Source: an optimization exercise on an open RTL-to-GDS flow (aim: small area and a short achievable clock period). Production flows keep margins and buffers that such runs may drop. In this exercise RTL edits were held to simulation tests only and were not proved equivalent to the original. No activity file was given, so power comes from the tool's default toggle rates.

==> run a <==
==> flow/design.v (excerpt) <==
module mem_bus_ctrl (
    input  logic              clk,
    input  logic              reset,
    input  logic [1:0]        mem_cmd,
    input  logic [8:0]        mem_addr,
    input  logic [15:0]       write_data,
    output logic [15:0]       read_data,
    output logic              rd_valid,
    input  logic [7:0]        sw,
    output logic [7:0]        led,
    output logic              bus_err
);
    logic is_rd, is_wr, a_ram, a_led, a_sw, a_none;
    assign is_rd  = (mem_cmd == mem_bus_pkg::CMD_READ);
    assign is_wr  = (mem_cmd == mem_bus_pkg::CMD_WRITE);
    assign a_ram  = ~mem_addr[8];
    assign a_led  = (mem_addr == mem_bus_pkg::LED_ADDR_DEF);
    assign a_sw   = (mem_addr == mem_bus_pkg::SW_ADDR_DEF);
    assign a_none = mem_addr[8] && !a_led && !a_sw;
    logic phase_q;
    always_ff @(posedge clk) begin
        phase_q <= ~phase_q;
    end
    logic        wr_pend_q;
    logic [7:0]  wr_addr_q;
    logic [15:0] wr_data_q;
    always_ff @(posedge clk) begin
        wr_pend_q <= is_wr && a_ram;
        wr_addr_q <= mem_addr[7:0];
        wr_data_q <= write_data;
    end
    logic        rd_pend_q;
    logic        rd_ram_q;
    logic        rd_led_q;
    logic        rd_sw_q;
    logic [15:0] rd_hi_q;
    logic [15:0] rd_lo_q;
    always_ff @(posedge clk or posedge reset) begin
        if (reset) begin
            rd_pend_q <= 1'b0;
        end else begin
            rd_pend_q <= is_rd;
        end
    end
    always_ff @(posedge clk) begin
        rd_ram_q <= a_ram;
        rd_led_q <= a_led;
        rd_sw_q  <= a_sw;
        for (int i = 0; i < 16; i++) begin
            rd_hi_q[i] <= a_ram && (mem_addr[7:4] == 4'(i));
            rd_lo_q[i] <= (mem_addr[3:0] == 4'(i));
        end
    end
    logic [15:0]  wr_bits_n;
    logic [255:0] we, nwe, rd_sel_n;
    assign wr_bits_n = ~(wr_data_q ^ {16{~phase_q}});
    for (genvar w = 0; w < 256; w++) begin : g_word
        logic [15:0] nxt;
        logic [15:0] q;
        assign we[w]       = wr_pend_q && (wr_addr_q == 8'(w));
        assign nwe[w]      = ~we[w];
        assign rd_sel_n[w] = ~(rd_hi_q[w / 16] && rd_lo_q[w % 16]);
        for (genvar b = 0; b < 16; b++) begin : g_bit
            mbc_oai22 u_nxt (.a1(we[w]), .a2(q[b]), .b1(nwe[w]), .b2(wr_bits_n[b]),
                             .y(nxt[b]));
  ...
==> module mbc_rd_bit, before the edit <==
module mbc_rd_bit (
    input  logic [255:0] q,
    input  logic [255:0] sel_n,
    output logic         y
);
    logic [127:0] l1_n;   
    logic [63:0]  l2;     
    logic [15:0]  l3_n;   
    logic [7:0]   l4;     
    logic [1:0]   l5_n;   
    for (genvar i = 0; i < 128; i++) begin : g_l1
        mbc_oai22 u (.a1(q[2*i]), .a2(sel_n[2*i]), .b1(q[2*i+1]), .b2(sel_n[2*i+1]), .y(l1_n[i]));
    end
    for (genvar i = 0; i < 64; i++) begin : g_l2
        mbc_nor2 u (.a(l1_n[2*i]), .b(l1_n[2*i+1]), .y(l2[i]));
    end
    for (genvar i = 0; i < 16; i++) begin : g_l3
        mbc_nand4 u (.a(l2[4*i]), .b(l2[4*i+1]), .c(l2[4*i+2]), .d(l2[4*i+3]), .y(l3_n[i]));
    end
    for (genvar i = 0; i < 8; i++) begin : g_l4
        mbc_nor2 u (.a(l3_n[2*i]), .b(l3_n[2*i+1]), .y(l4[i]));
    end
    for (genvar i = 0; i < 2; i++) begin : g_l5
        mbc_nand4 u (.a(l4[4*i]), .b(l4[4*i+1]), .c(l4[4*i+2]), .d(l4[4*i+3]), .y(l5_n[i]));
    end
    assign y = ~(l5_n[0] | l5_n[1]);
endmodule
==> module mem_bus_ctrl, before the edit <==
module mem_bus_ctrl (
    input  logic              clk,
    input  logic              reset,
    input  logic [1:0]        mem_cmd,
    input  logic [8:0]        mem_addr,
    input  logic [15:0]       write_data,
    output logic [15:0]       read_data,
    output logic              rd_valid,
    input  logic [7:0]        sw,
    output logic [7:0]        led,
    output logic              bus_err
);
    logic is_rd, is_wr, a_ram, a_led, a_sw, a_none;
    assign is_rd  = (mem_cmd == mem_bus_pkg::CMD_READ);
    assign is_wr  = (mem_cmd == mem_bus_pkg::CMD_WRITE);
    assign a_ram  = ~mem_addr[8];
    assign a_led  = (mem_addr == mem_bus_pkg::LED_ADDR_DEF);
    assign a_sw   = (mem_addr == mem_bus_pkg::SW_ADDR_DEF);
    assign a_none = mem_addr[8] && !a_led && !a_sw;
    logic phase_q;
    always_ff @(posedge clk) begin
        phase_q <= ~phase_q;
    end
    logic        wr_pend_q;
    logic [7:0]  wr_addr_q;
    logic [15:0] wr_data_q;
    always_ff @(posedge clk) begin
        wr_pend_q <= is_wr && a_ram;
        wr_addr_q <= mem_addr[7:0];
        wr_data_q <= write_data;
    end
    logic        rd_pend_q;
    logic        rd_ram_q;
    logic        rd_led_q;
    logic        rd_sw_q;
    logic [15:0] rd_hi_q;
    logic [15:0] rd_lo_q;
    always_ff @(posedge clk or posedge reset) begin
        if (reset) begin
            rd_pend_q <= 1'b0;
        end else begin
            rd_pend_q <= is_rd;
        end
    end
    always_ff @(posedge clk) begin
        rd_ram_q <= a_ram;
        rd_led_q <= a_led;
        rd_sw_q  <= a_sw;
        for (int i = 0; i < 16; i++) begin
            rd_hi_q[i] <= a_ram && (mem_addr[7:4] == 4'(i));
            rd_lo_q[i] <= (mem_addr[3:0] == 4'(i));
        end
    end
    logic [15:0]  wr_bits_n;
    logic [255:0] we, nwe, rd_sel_n;
    assign wr_bits_n = ~(wr_data_q ^ {16{~phase_q}});
    for (genvar w = 0; w < 256; w++) begin : g_word
        logic [15:0] nxt;
        logic [15:0] q;
        assign we[w]       = wr_pend_q && (wr_addr_q == 8'(w));
        assign nwe[w]      = ~we[w];
        assign rd_sel_n[w] = ~(rd_hi_q[w / 16] && rd_lo_q[w % 16]);
        for (genvar b = 0; b < 16; b++) begin : g_bit
            mbc_oai22 u_nxt (.a1(we[w]), .a2(q[b]), .b1(nwe[w]), .b2(wr_bits_n[b]),
                             .y(nxt[b]));
        end
        always_ff @(posedge clk) begin
            q <= nxt;
        end
    end
    logic [15:0] ram_raw;
    for (genvar b = 0; b < 16; b++) begin : g_rd
        logic [255:0] col;
        for (genvar w = 0; w < 256; w++) begin : g_col
            assign col[w] = g_word[w].q[b];
        end
        mbc_rd_bit u_rd (.q(col), .sel_n(rd_sel_n), .y(ram_raw[b]));
    end
    logic [15:0] read_data_q;
    logic        rd_valid_q;
    logic [7:0]  led_q;
    logic        bus_err_q;
    logic [7:0]  sw_meta_q;
    logic [7:0]  sw_sync_q;
    logic [15:0] read_data_d;
    logic        err_d;
    assign read_data_d = ((ram_raw ^ {16{phase_q}}) & {16{rd_ram_q}})
                       | {8'h00, led_q & {8{rd_led_q}}}
                       | {8'h00, sw_sync_q & {8{rd_sw_q}}};
    assign err_d = (mem_cmd == mem_bus_pkg::CMD_RSVD)
                 || (is_wr && (a_sw || a_none))
                 || (is_rd && a_none);
    always_ff @(posedge clk or posedge reset) begin
        if (reset) begin
            read_data_q <= 16'h0000;
            rd_valid_q  <= 1'b0;
            led_q       <= 8'h00;
            bus_err_q   <= 1'b0;
            sw_meta_q   <= 8'h00;
            sw_sync_q   <= 8'h00;
        end else begin
            sw_meta_q  <= sw;
            sw_sync_q  <= sw_meta_q;
            rd_valid_q <= rd_pend_q;
            if (rd_pend_q) begin
                read_data_q <= read_data_d;
            end
            if (is_wr && a_led) begin
                led_q <= write_data[7:0];
            end
            if (err_d) begin
                bus_err_q <= 1'b1;
            end
        end
    end
    assign read_data = read_data_q;
    assign rd_valid  = rd_valid_q;
    assign led       = led_q;
    assign bus_err   = bus_err_q;
endmodule
==> module mbc_oai22, before the edit <==
module mbc_oai22 (
    input  logic a1,
    input  logic a2,
    input  logic b1,
    input  logic b2,
    output logic y
);
    assign y = ~((a1 | a2) & (b1 | b2));
endmodule
==> module mbc_nand4, before the edit <==
module mbc_nand4 (
    input  logic a,
    input  logic b,
    input  logic c,
    input  logic d,
    output logic y
);
    assign y = ~(a & b & c & d);
endmodule
==> module mbc_nor2, before the edit <==
module mbc_nor2 (
    input  logic a,
    input  logic b,
    output logic y
);
    assign y = ~(a | b);
endmodule
Settings: LEC_CHECK=0, CAP_MARGIN=20, CORE_MARGIN=2, CORE_UTILIZATION=55, SETUP_SLACK_MARGIN=2.2, SLEW_MARGIN=20, SYNTH_HIERARCHICAL=1, SYNTH_MINIMUM_KEEP_SIZE=0; clock period 5.0 ns.
run.sh (not shown) runs the stock make flow with config.mk's settings and CLKGATE_MAP_FILE= SYNTH_SCRIPT=/design/flow/synth_recipe.tcl, a recipe that flattens the netlist after the stock synthesis.
==> run b (differences from run a) <==
==> flow/design.v (replaced) <==
package mem_bus_pkg;
    localparam logic [1:0] CMD_NONE  = 2'b00;
    localparam logic [1:0] CMD_READ  = 2'b01;
    localparam logic [1:0] CMD_WRITE = 2'b10;
    localparam logic [1:0] CMD_RSVD  = 2'b11;
    localparam logic [8:0] LED_ADDR_DEF = 9'h100;
    localparam logic [8:0] SW_ADDR_DEF  = 9'h140;
endpackage
module mbc_oai22 (
    input  logic a1,
    input  logic a2,
    input  logic b1,
    input  logic b2,
    output logic y
);
    assign y = ~((a1 | a2) & (b1 | b2));
endmodule
module mbc_nor2 (
    input  logic a,
    input  logic b,
    output logic y
);
    assign y = ~(a | b);
endmodule
module mbc_nand4 (
    input  logic a,
    input  logic b,
    input  logic c,
    input  logic d,
    output logic y
);
    assign y = ~(a & b & c & d);
endmodule
module mbc_nand2 (
    input  logic a,
    input  logic b,
    output logic y
);
    assign y = ~(a & b);
endmodule
module mbc_rd_quarter (
    input  logic [63:0] q,
    input  logic [63:0] sel_n,
    output logic        y_n
);
    logic [31:0] l1_n;   
    logic [15:0] l2;     
    logic [3:0]  l3_n;   
    logic [1:0]  l4;     
    for (genvar i = 0; i < 32; i++) begin : g_l1
        mbc_oai22 u (.a1(q[2*i]), .a2(sel_n[2*i]), .b1(q[2*i+1]), .b2(sel_n[2*i+1]), .y(l1_n[i]));
    end
    for (genvar i = 0; i < 16; i++) begin : g_l2
        mbc_nor2 u (.a(l1_n[2*i]), .b(l1_n[2*i+1]), .y(l2[i]));
    end
    for (genvar i = 0; i < 4; i++) begin : g_l3
        mbc_nand4 u (.a(l2[4*i]), .b(l2[4*i+1]), .c(l2[4*i+2]), .d(l2[4*i+3]), .y(l3_n[i]));
    end
    for (genvar i = 0; i < 2; i++) begin : g_l4
        mbc_nor2 u (.a(l3_n[2*i]), .b(l3_n[2*i+1]), .y(l4[i]));
    end
    mbc_nand2 u_l5 (.a(l4[0]), .b(l4[1]), .y(y_n));
endmodule
module mem_bus_ctrl (
    input  logic              clk,
    input  logic              reset,
    input  logic [1:0]        mem_cmd,
    input  logic [8:0]        mem_addr,
    input  logic [15:0]       write_data,
    output logic [15:0]       read_data,
    output logic              rd_valid,
    input  logic [7:0]        sw,
    output logic [7:0]        led,
    output logic              bus_err
);
    logic is_rd, is_wr, a_ram, a_led, a_sw, a_none;
    assign is_rd  = (mem_cmd == mem_bus_pkg::CMD_READ);
    assign is_wr  = (mem_cmd == mem_bus_pkg::CMD_WRITE);
    assign a_ram  = ~mem_addr[8];
    assign a_led  = (mem_addr == mem_bus_pkg::LED_ADDR_DEF);
    assign a_sw   = (mem_addr == mem_bus_pkg::SW_ADDR_DEF);
    assign a_none = mem_addr[8] && !a_led && !a_sw;
    logic phase_q;
    always_ff @(posedge clk) begin
        phase_q <= ~phase_q;
    end
    logic         ram_wr;
    logic [15:0]  wr_bits_n;
    logic [255:0] we, nwe;
    logic [63:0]  rd_sel_n;
    logic [4095:0] mem_flat;
    assign ram_wr    = is_wr && a_ram;
    assign wr_bits_n = ~(write_data ^ {16{~phase_q}});
    for (genvar w = 0; w < 256; w++) begin : g_word
        logic [15:0] nxt;
        logic [15:0] q;
        assign we[w]  = ram_wr && (mem_addr[7:0] == 8'(w));
        assign nwe[w] = ~we[w];
        for (genvar b = 0; b < 16; b++) begin : g_bit
            mbc_oai22 u_nxt (.a1(we[w]), .a2(q[b]), .b1(nwe[w]), .b2(wr_bits_n[b]),
                             .y(nxt[b]));
        end
        always_ff @(posedge clk) begin
            q <= nxt;
        end
        assign mem_flat[16 * w +: 16] = q;
    end
    for (genvar i = 0; i < 64; i++) begin : g_sel
        assign rd_sel_n[i] = ~(mem_addr[5:0] == 6'(i));
    end
    logic [15:0] qtr_n [4];
    for (genvar k = 0; k < 4; k++) begin : g_qtr
        for (genvar b = 0; b < 16; b++) begin : g_rd
            logic [63:0] col;
            for (genvar i = 0; i < 64; i++) begin : g_col
                assign col[i] = mem_flat[16 * (64 * k + i) + b];
            end
            mbc_rd_quarter u_rd (.q(col), .sel_n(rd_sel_n), .y_n(qtr_n[k][b]));
        end
    end
    logic        rd_pend_q;
    logic        rd_ram_q;
    logic        rd_led_q;
    logic        rd_sw_q;
    logic [1:0]  rd_a76_q;
    logic [15:0] qtr0_n_q, qtr1_n_q, qtr2_n_q, qtr3_n_q;
    always_ff @(posedge clk or posedge reset) begin
        if (reset) begin
            rd_pend_q <= 1'b0;
        end else begin
            rd_pend_q <= is_rd;
        end
    end
    always_ff @(posedge clk) begin
        rd_ram_q  <= a_ram;
        rd_led_q  <= a_led;
        rd_sw_q   <= a_sw;
        rd_a76_q  <= mem_addr[7:6];
        qtr0_n_q  <= qtr_n[0];
        qtr1_n_q  <= qtr_n[1];
        qtr2_n_q  <= qtr_n[2];
        qtr3_n_q  <= qtr_n[3];
    end
    logic [15:0] ram_sel_n;
    logic [15:0] ram_val;
    always_comb begin
        case (rd_a76_q)
            2'd0:    ram_sel_n = qtr0_n_q;
            2'd1:    ram_sel_n = qtr1_n_q;
            2'd2:    ram_sel_n = qtr2_n_q;
            default: ram_sel_n = qtr3_n_q;
        endcase
    end
    assign ram_val = ~ram_sel_n ^ {16{~phase_q}};
    logic [15:0] read_data_q;
    logic        rd_valid_q;
    logic [7:0]  led_q;
    logic        bus_err_q;
    logic [7:0]  sw_meta_q;
    logic [7:0]  sw_sync_q;
    logic [15:0] read_data_d;
    logic        err_d;
    assign read_data_d = (ram_val & {16{rd_ram_q}})
                       | {8'h00, led_q & {8{rd_led_q}}}
                       | {8'h00, sw_sync_q & {8{rd_sw_q}}};
    assign err_d = (mem_cmd == mem_bus_pkg::CMD_RSVD)
                 || (is_wr && (a_sw || a_none))
                 || (is_rd && a_none);
    always_ff @(posedge clk or posedge reset) begin
        if (reset) begin
            read_data_q <= 16'h0000;
            rd_valid_q  <= 1'b0;
            led_q       <= 8'h00;
            bus_err_q   <= 1'b0;
            sw_meta_q   <= 8'h00;
            sw_sync_q   <= 8'h00;
        end else begin
            sw_meta_q  <= sw;
            sw_sync_q  <= sw_meta_q;
            rd_valid_q <= rd_pend_q;
            if (rd_pend_q) begin
                read_data_q <= read_data_d;
            end
            if (is_wr && a_led) begin
                led_q <= write_data[7:0];
            end
            if (err_d) begin
                bus_err_q <= 1'b1;
            end
        end
    end
    assign read_data = read_data_q;
    assign rd_valid  = rd_valid_q;
    assign led       = led_q;
    assign bus_err   = bus_err_q;
endmodule
SETUP_SLACK_MARGIN = 2.5   (was 2.2)
==> run c (differences from run a) <==
==> flow/design.v (replaced) <==
package mem_bus_pkg;
    localparam logic [1:0] CMD_NONE  = 2'b00;
    localparam logic [1:0] CMD_READ  = 2'b01;
    localparam logic [1:0] CMD_WRITE = 2'b10;
    localparam logic [1:0] CMD_RSVD  = 2'b11;
    localparam logic [8:0] LED_ADDR_DEF = 9'h100;
    localparam logic [8:0] SW_ADDR_DEF  = 9'h140;
endpackage
module ram_256x16 (
    input  logic         clk,
    input  logic         wr_en_i,
    input  logic [7:0]   wr_addr_i,
    input  logic         wr_en_n_i,
    input  logic [7:0]   wr_addr_n_i,
    input  logic [15:0]  wr_bits_i,
    input  logic [255:0] rd_sel_i,
    output logic [15:0]  rdata_o
);
    logic [15:0] wr_bits_n;
    logic [4095:0] mem_flat;
    assign wr_bits_n = ~wr_bits_i;
    for (genvar w = 0; w < 256; w++) begin : g_word
        logic we, nwe;
        logic [15:0] q;
        assign we  = wr_en_i && (wr_addr_i == 8'(w));
        assign nwe = wr_en_n_i || (wr_addr_n_i != 8'(255 - w));
        always_ff @(posedge clk) begin
            q <= ~(({16{we}} | q) & ({16{nwe}} | wr_bits_n));
        end
        assign mem_flat[16 * w +: 16] = q;
    end
    always_comb begin
        rdata_o = 16'h0000;
        for (int w = 0; w < 256; w++) begin
            rdata_o = rdata_o | (mem_flat[16 * w +: 16] & {16{rd_sel_i[w]}});
        end
    end
endmodule
module mem_bus_ctrl (
    input  logic              clk,
    input  logic              reset,
    input  logic [1:0]        mem_cmd,
    input  logic [8:0]        mem_addr,
    input  logic [15:0]       write_data,
    output logic [15:0]       read_data,
    output logic              rd_valid,
    input  logic [7:0]        sw,
    output logic [7:0]        led,
    output logic              bus_err
);
    logic is_rd, is_wr, a_ram, a_led, a_sw, a_none;
    assign is_rd  = (mem_cmd == mem_bus_pkg::CMD_READ);
    assign is_wr  = (mem_cmd == mem_bus_pkg::CMD_WRITE);
    assign a_ram  = ~mem_addr[8];
    assign a_led  = (mem_addr == mem_bus_pkg::LED_ADDR_DEF);
    assign a_sw   = (mem_addr == mem_bus_pkg::SW_ADDR_DEF);
    assign a_none = mem_addr[8] && !a_led && !a_sw;
    logic phase_q;
    always_ff @(posedge clk) begin
        phase_q <= ~phase_q;
    end
    logic        wr_pend_q;
    logic [7:0]  wr_addr_q;
    logic        wr_pend_n_q;
    logic [7:0]  wr_addr_n_q;
    logic [15:0] wr_data_q;
    always_ff @(posedge clk) begin
        wr_pend_q   <= is_wr && a_ram;
        wr_addr_q   <= mem_addr[7:0];
        wr_pend_n_q <= !(is_wr && a_ram);
        wr_addr_n_q <= ~mem_addr[7:0];
        wr_data_q   <= write_data;
    end
    logic        rd_pend_q;
    logic        rd_ram_q;
    logic        rd_led_q;
    logic        rd_sw_q;
    logic [15:0] rd_hi_q;
    logic [15:0] rd_lo_q;
    always_ff @(posedge clk or posedge reset) begin
        if (reset) begin
            rd_pend_q <= 1'b0;
        end else begin
            rd_pend_q <= is_rd;
        end
    end
    always_ff @(posedge clk) begin
        rd_ram_q <= a_ram;
        rd_led_q <= a_led;
        rd_sw_q  <= a_sw;
        for (int i = 0; i < 16; i++) begin
            rd_hi_q[i] <= a_ram && (mem_addr[7:4] == 4'(i));
            rd_lo_q[i] <= (mem_addr[3:0] == 4'(i));
        end
    end
    logic [255:0] rd_sel;
    for (genvar w = 0; w < 256; w++) begin : g_sel
        assign rd_sel[w] = rd_hi_q[w / 16] && rd_lo_q[w % 16];
    end
    logic [15:0] ram_raw;
    ram_256x16 u_ram (
        .clk         (clk),
        .wr_en_i     (wr_pend_q),
        .wr_addr_i   (wr_addr_q),
        .wr_en_n_i   (wr_pend_n_q),
        .wr_addr_n_i (wr_addr_n_q),
        .wr_bits_i   (wr_data_q ^ {16{~phase_q}}),
        .rd_sel_i    (rd_sel),
        .rdata_o     (ram_raw)
    );
    logic [15:0] read_data_q;
    logic        rd_valid_q;
    logic [7:0]  led_q;
    logic        bus_err_q;
    logic [7:0]  sw_meta_q;
    logic [7:0]  sw_sync_q;
    logic [15:0] read_data_d;
    logic        err_d;
    assign read_data_d = (ram_raw ^ {16{phase_q && rd_ram_q}})
                       | {8'h00, led_q & {8{rd_led_q}}}
                       | {8'h00, sw_sync_q & {8{rd_sw_q}}};
    assign err_d = (mem_cmd == mem_bus_pkg::CMD_RSVD)
                 || (is_wr && (a_sw || a_none))
                 || (is_rd && a_none);
    always_ff @(posedge clk or posedge reset) begin
        if (reset) begin
            read_data_q <= 16'h0000;
            rd_valid_q  <= 1'b0;
            led_q       <= 8'h00;
            bus_err_q   <= 1'b0;
            sw_meta_q   <= 8'h00;
            sw_sync_q   <= 8'h00;
        end else begin
            sw_meta_q  <= sw;
            sw_sync_q  <= sw_meta_q;
            rd_valid_q <= rd_pend_q;
            if (rd_pend_q) begin
                read_data_q <= read_data_d;
            end
            if (is_wr && a_led) begin
                led_q <= write_data[7:0];
            end
            if (err_d) begin
                bus_err_q <= 1'b1;
            end
        end
    end
    assign read_data = read_data_q;
    assign rd_valid  = rd_valid_q;
    assign led       = led_q;
    assign bus_err   = bus_err_q;
endmodule
SETUP_SLACK_MARGIN = default   (was 2.2)
SYNTH_HIERARCHICAL = default   (was 1)
SYNTH_MINIMUM_KEEP_SIZE = default   (was 0)
==> comparison table <==
metric                                                                            run a                   run b                      run c
Cell group occupying the most layout area                        flip-flops and latches  flip-flops and latches                          -
Clock share of power                                                              0.472                   0.450                          -
Clock network share of area                                                      0.0877                  0.0840                          -
Proportion of netlist area held by the largest area contributor                   0.621                   0.624                      0.574
Violation count after the first detailed-route iteration                          19875                   19214                          -
Die Ht                                                                           497 um                  497 um                     518 um
Via density per instance                                                           7.45                    7.55                          -
Outcome                                                                  finished clean          finished clean  aborted with a tool error
Last stage reached                                                                    -                       -                    5_1_grt
Count of multi-input gates                                                         8619                    8392                          -
Die area                                                                   247000 sq um            247000 sq um                          -
Clock-pin slew on the worst setup and hold paths                                0.06 ns                 0.06 ns                          -
Maximum VDD drop                                                                 378 uV                  396 uV                          -
Placeable core area                                                        243000 sq um            241000 sq um                          -
Drc violations                                                                        0                       0                          -
Buf/Inv on CP                                                                         2                       6                          -
Wire length on met3                                                            76300 um                83900 um                          -
Cell internal power dissipation                                                 54.7 mW                 54.3 mW                          -
CP Depth                                                                             12                      13                          -
Hold Path Class                                                                 reg2reg                 reg2reg                          -
Min-delay src                                                              sw_meta_q[2]            sw_meta_q[1]                          -
Power dissipated in sequential cells                                            34.7 mW                 34.8 mW                          -
Post-synthesis cell type count                                                       38                      42                         65
Non-filler cells, final                                                           17704                   17527                          -
Instance count after placement with tap cells included                            16543                   16563                      17541

==> what the ideal ports hide <==
Ports are ideal in the flow. The routed layouts listed here were re-timed in OpenROAD.
Step 1: set_driving_cell puts a clkbuf_16 on clk and a buf_2 on each other input, an assumption about the parent block.
Step 2 moves the port delays by t, midway between the first and last clock arrival at a register: inputs arrive t later, outputs are due t later. That takes back most of the time a late clock gives input paths.
a / b / c = ideal / step 1 / step 2; a / b = the first two.
run	shift t [ns]	setup WS [ns]	hold slack, ns	clock arrival spread, ns
run a	1.084	1.794 / 1.794 / 1.390	0.348 / 0.348 / 0.348	0.062 / 0.062
run b	1.054	2.251 / 2.207 / 1.153	0.339 / 0.339 / 0.339	0.078 / 0.078
After both steps every run listed still meets setup and hold. For run b, which loses most, drivers alone change the setup slack by -0.044 ns; drivers and shift together by -1.098 ns.
